From an optimization exercise on the open Yosys and OpenROAD flow, aimed at small area, a short achievable clock period and few clock cycles; shortcuts taken in it are not production practice.
No activity file was given, so power comes from the tool's default toggle rates.

## oak
==> module mesh_top, before the edit <==
module mesh_top (
    input  logic        clock,
    input  logic        reset,
    input  logic        block_all_paths,
    input  logic [3:0]  req_valid,
    input  logic [71:0] req,
    output logic [3:0]  req_ready,
    output logic [3:0]  recv_valid,
    output logic [3:0]  recv_last,
    output logic [7:0]  recv_src,
    output logic [31:0] recv_data
);
    logic [3:0]      s_vld;
    logic [3:0]      s_last;
    logic [3:0]      s_pen;    
    logic [3:0][1:0] s_src;
    logic [3:0][7:0] s_data;
    logic [3:0][7:0] s_left;
    logic [3:0][3:0] take;
    logic [3:0]      ready;    
    logic [3:0]      one;
    logic [3:0][3:0] want;     
    logic [3:0][3:0] grant;    
    logic [3:0]      load;
    logic [3:0]      free_next;
    function automatic [1:0] rank(input int s, input int d);
        case ((s - d) & 3)
            1:       rank = 2'd0;
            3:       rank = 2'd1;
            default: rank = 2'd2;
        endcase
    endfunction
    always_comb
    begin
        for (int s = 0; s < 4; s++)
        begin
            for (int d = 0; d < 4; d++)
            begin
                want[s][d] = (s != d) && req_valid[s] && !ready[s]
                             && req[18*s+16 +: 2] == d;
            end
        end
        for (int d = 0; d < 4; d++)
        begin
            load[d] = take[0][d] || take[1][d] || take[2][d] || take[3][d];
            free_next[d] = !load[d] && (!s_vld[d] || s_last[d] || s_pen[d]);
        end
        for (int s = 0; s < 4; s++)
        begin
            for (int d = 0; d < 4; d++)
            begin
                grant[s][d] = want[s][d] && free_next[d] && !block_all_paths;
                for (int o = 0; o < 4; o++)
                begin
                    if (rank(o, d) < rank(s, d) && want[o][d])
                        grant[s][d] = 1'b0;
                end
            end
        end
    end
    always_ff @(posedge clock)
    begin
        for (int s = 0; s < 4; s++)
        begin
            ready[s] <= !reset && |grant[s];
            one[s]   <= req[18*s+8 +: 8] == 8'd1;
            for (int d = 0; d < 4; d++)
            begin
                if (s == d || reset)
                    take[s][d] <= 1'b0;
                else
                    take[s][d] <= grant[s][d];
            end
        end
    end
    always_ff @(posedge clock)
    begin
        for (int d = 0; d < 4; d++)
        begin
            logic       lv;
            logic       l1;
            logic [1:0] ls;
            logic [7:0] ll;
            logic [7:0] lf;
            lv = 1'b0;
            l1 = 1'b0;
            ls = 2'd0;
            ll = 8'd0;
            lf = 8'd0;
            for (int s = 0; s < 4; s++)
            begin
                if (take[s][d])
                begin
                    lv |= req_valid[s];
                    l1 |= one[s];
                    ls |= s[1:0];
                    ll |= req[18*s+8 +: 8];
                    lf |= req[18*s +: 8];
                end
            end
            if (reset)
            begin
                s_vld[d]  <= 1'b0;
                s_last[d] <= 1'b0;
                s_pen[d]  <= 1'b0;
            end
            else if (load[d])
            begin
                s_vld[d]  <= lv;
                s_last[d] <= lv && l1;
                s_pen[d]  <= lv && ll == 8'd2;
            end
            else if (s_last[d])
            begin
                s_vld[d]  <= 1'b0;
                s_last[d] <= 1'b0;
                s_pen[d]  <= 1'b0;
            end
            else if (s_vld[d])
            begin
                s_last[d] <= s_pen[d];
                s_pen[d]  <= s_left[d] == 8'd3;
            end
            if (load[d])
            begin
                s_src[d]  <= ls;
                s_data[d] <= lf;
                s_left[d] <= ll;
            end
            else
            begin
                s_data[d] <= s_data[d] + 8'd1;
                s_left[d] <= s_left[d] - 8'd1;
            end
        end
    end
    assign req_ready  = ready;
    assign recv_valid = s_vld;
    assign recv_last  = s_last;
    for (genvar d = 0; d < 4; d++)
    begin : g_out
        assign recv_src[2*d +: 2]  = s_src[d];
        assign recv_data[8*d +: 8] = s_data[d];
    end
endmodule
==> flow/config.mk <==
export PLATFORM = sky130hd
export DESIGN_NAME = mesh_top
export DESIGN_NICKNAME = mesh_top
export VERILOG_FILES = /design/flow/design.v
export SDC_FILE = /design/flow/constraint.sdc
export NUM_CORES = 4
export LEC_CHECK = 0
export CAP_MARGIN = 20
export CORE_MARGIN = 2
export CORE_UTILIZATION = 50
export SETUP_SLACK_MARGIN = 2.2
export SLEW_MARGIN = 20
export TNS_END_PERCENT = 0
==> flow/constraint.sdc <==
create_clock -name core_clock -period 3.8 [get_ports {clock}]
set_input_delay 0.7600 -clock core_clock [delete_from_list [all_inputs] [get_ports {clock}]]
set_output_delay 0.7600 -clock core_clock [all_outputs]
set_load 0.01 [all_outputs]
standard.sh (not shown) runs the stock make flow with config.mk's settings and CLKGATE_MAP_FILE= SYNTH_SCRIPT=/design/flow/synth_recipe.tcl, a recipe that flattens the netlist after the stock synthesis.
==> flow/flow/run.sh <==
#!/bin/bash
# Standard layout with two changes: every port is buffered by a plain buf_1
# (buffer_ports otherwise picks a slow clkdlybuf4s50_1), and clock tree
# synthesis adds no dummy load cells.
set -euo pipefail
bash standard.sh \
    "BUFFER_PORTS_ARGS=-buffer_cell sky130_fd_sc_hd__buf_1" \
    "CTS_ARGS=-sink_clustering_enable -repair_clock_nets -dont_use_dummy_load -buf_list sky130_fd_sc_hd__clkbuf_8" \
    finish > standard_flow.log 2>&1
What pine does differently from oak at the input level:
--- a/flow/design.v
+++ b/flow/design.v
@@ -9,13 +9,12 @@
     output logic [3:0]  recv_last,
     output logic [7:0]  recv_src,
     output logic [31:0] recv_data
 );
     logic [3:0]      s_vld;
     logic [3:0]      s_last;
-    logic [3:0]      s_pen;    
     logic [3:0][1:0] s_src;
     logic [3:0][7:0] s_data;
     logic [3:0][7:0] s_left;
     logic [3:0][3:0] take;
     logic [3:0]      ready;    
     logic [3:0]      one;
@@ -40,13 +39,13 @@
                              && req[18*s+16 +: 2] == d;
             end
         end
         for (int d = 0; d < 4; d++)
         begin
             load[d] = take[0][d] || take[1][d] || take[2][d] || take[3][d];
-            free_next[d] = !load[d] && (!s_vld[d] || s_last[d] || s_pen[d]);
+            free_next[d] = !load[d] && (!s_vld[d] || s_last[d] || s_left[d] == 8'd2);
         end
         for (int s = 0; s < 4; s++)
         begin
             for (int d = 0; d < 4; d++)
             begin
                 grant[s][d] = want[s][d] && free_next[d] && !block_all_paths;
@@ -99,30 +98,26 @@
                 end
             end
             if (reset)
             begin
                 s_vld[d]  <= 1'b0;
                 s_last[d] <= 1'b0;
-                s_pen[d]  <= 1'b0;
             end
             else if (load[d])
             begin
                 s_vld[d]  <= lv;
                 s_last[d] <= lv && l1;
-                s_pen[d]  <= lv && ll == 8'd2;
             end
             else if (s_last[d])
             begin
                 s_vld[d]  <= 1'b0;
                 s_last[d] <= 1'b0;
-                s_pen[d]  <= 1'b0;
             end
             else if (s_vld[d])
             begin
-                s_last[d] <= s_pen[d];
-                s_pen[d]  <= s_left[d] == 8'd3;
+                s_last[d] <= s_left[d] == 8'd2;
             end
             if (load[d])
             begin
                 s_src[d]  <= ls;
                 s_data[d] <= lf;
                 s_left[d] <= ll;
### Flow results
Going from oak to pine, time the final worst path needs with I/O delays and setup picked up an extra 0.071 ns, overall via count from detail_route lost 550, antenna diode count neither gained nor lost much, maximum frequency lost about 3.7%, core utilization lost 4.1 points.
Summary: with oak as the reference, final area in pine moved down by more than 10%.
pine vs oak, synthesis-to-finish area growth went down by 8.8 points.
Number of combinational gates with multiple inputs ended up about 1.6% lower on pine than on oak.
Per the comparison of pine with oak, share of total power in the clock network decreased 0.3 points, I/O pin count closely matched the old numbers.
oak has lower number of unique standard cell types used by synthesis than pine.
No functional check of the RTL was part of any run of this note.

## afterwards: timing with drivers on the ports
No port has a modelled driver above. Below, the same layouts with a new extraction and two added sets of constraints. Step 1 assumes that a clkbuf_16 drives the clock port and a buf_2 every other input. Step 2, shift: input delay + t, output delay - t, t = (earliest + latest rising clock arrival at the registers) / 2. This alone moves slack from input paths to output paths. Three values: no drivers, after step 1, after step 2; two values: the first two.
run | shift t [ns] | setup WS [ns] | cell pins on the clock port's net
oak | 0.383 | 1.978 / 1.980 / 1.598 | 1
pine | 0.382 | 1.907 / 1.907 / 1.617 | 1
After both steps every run listed still meets setup and hold. The setup slack of oak, which loses most, moves by +0.002 ns with the drivers and by -0.380 ns with both steps.
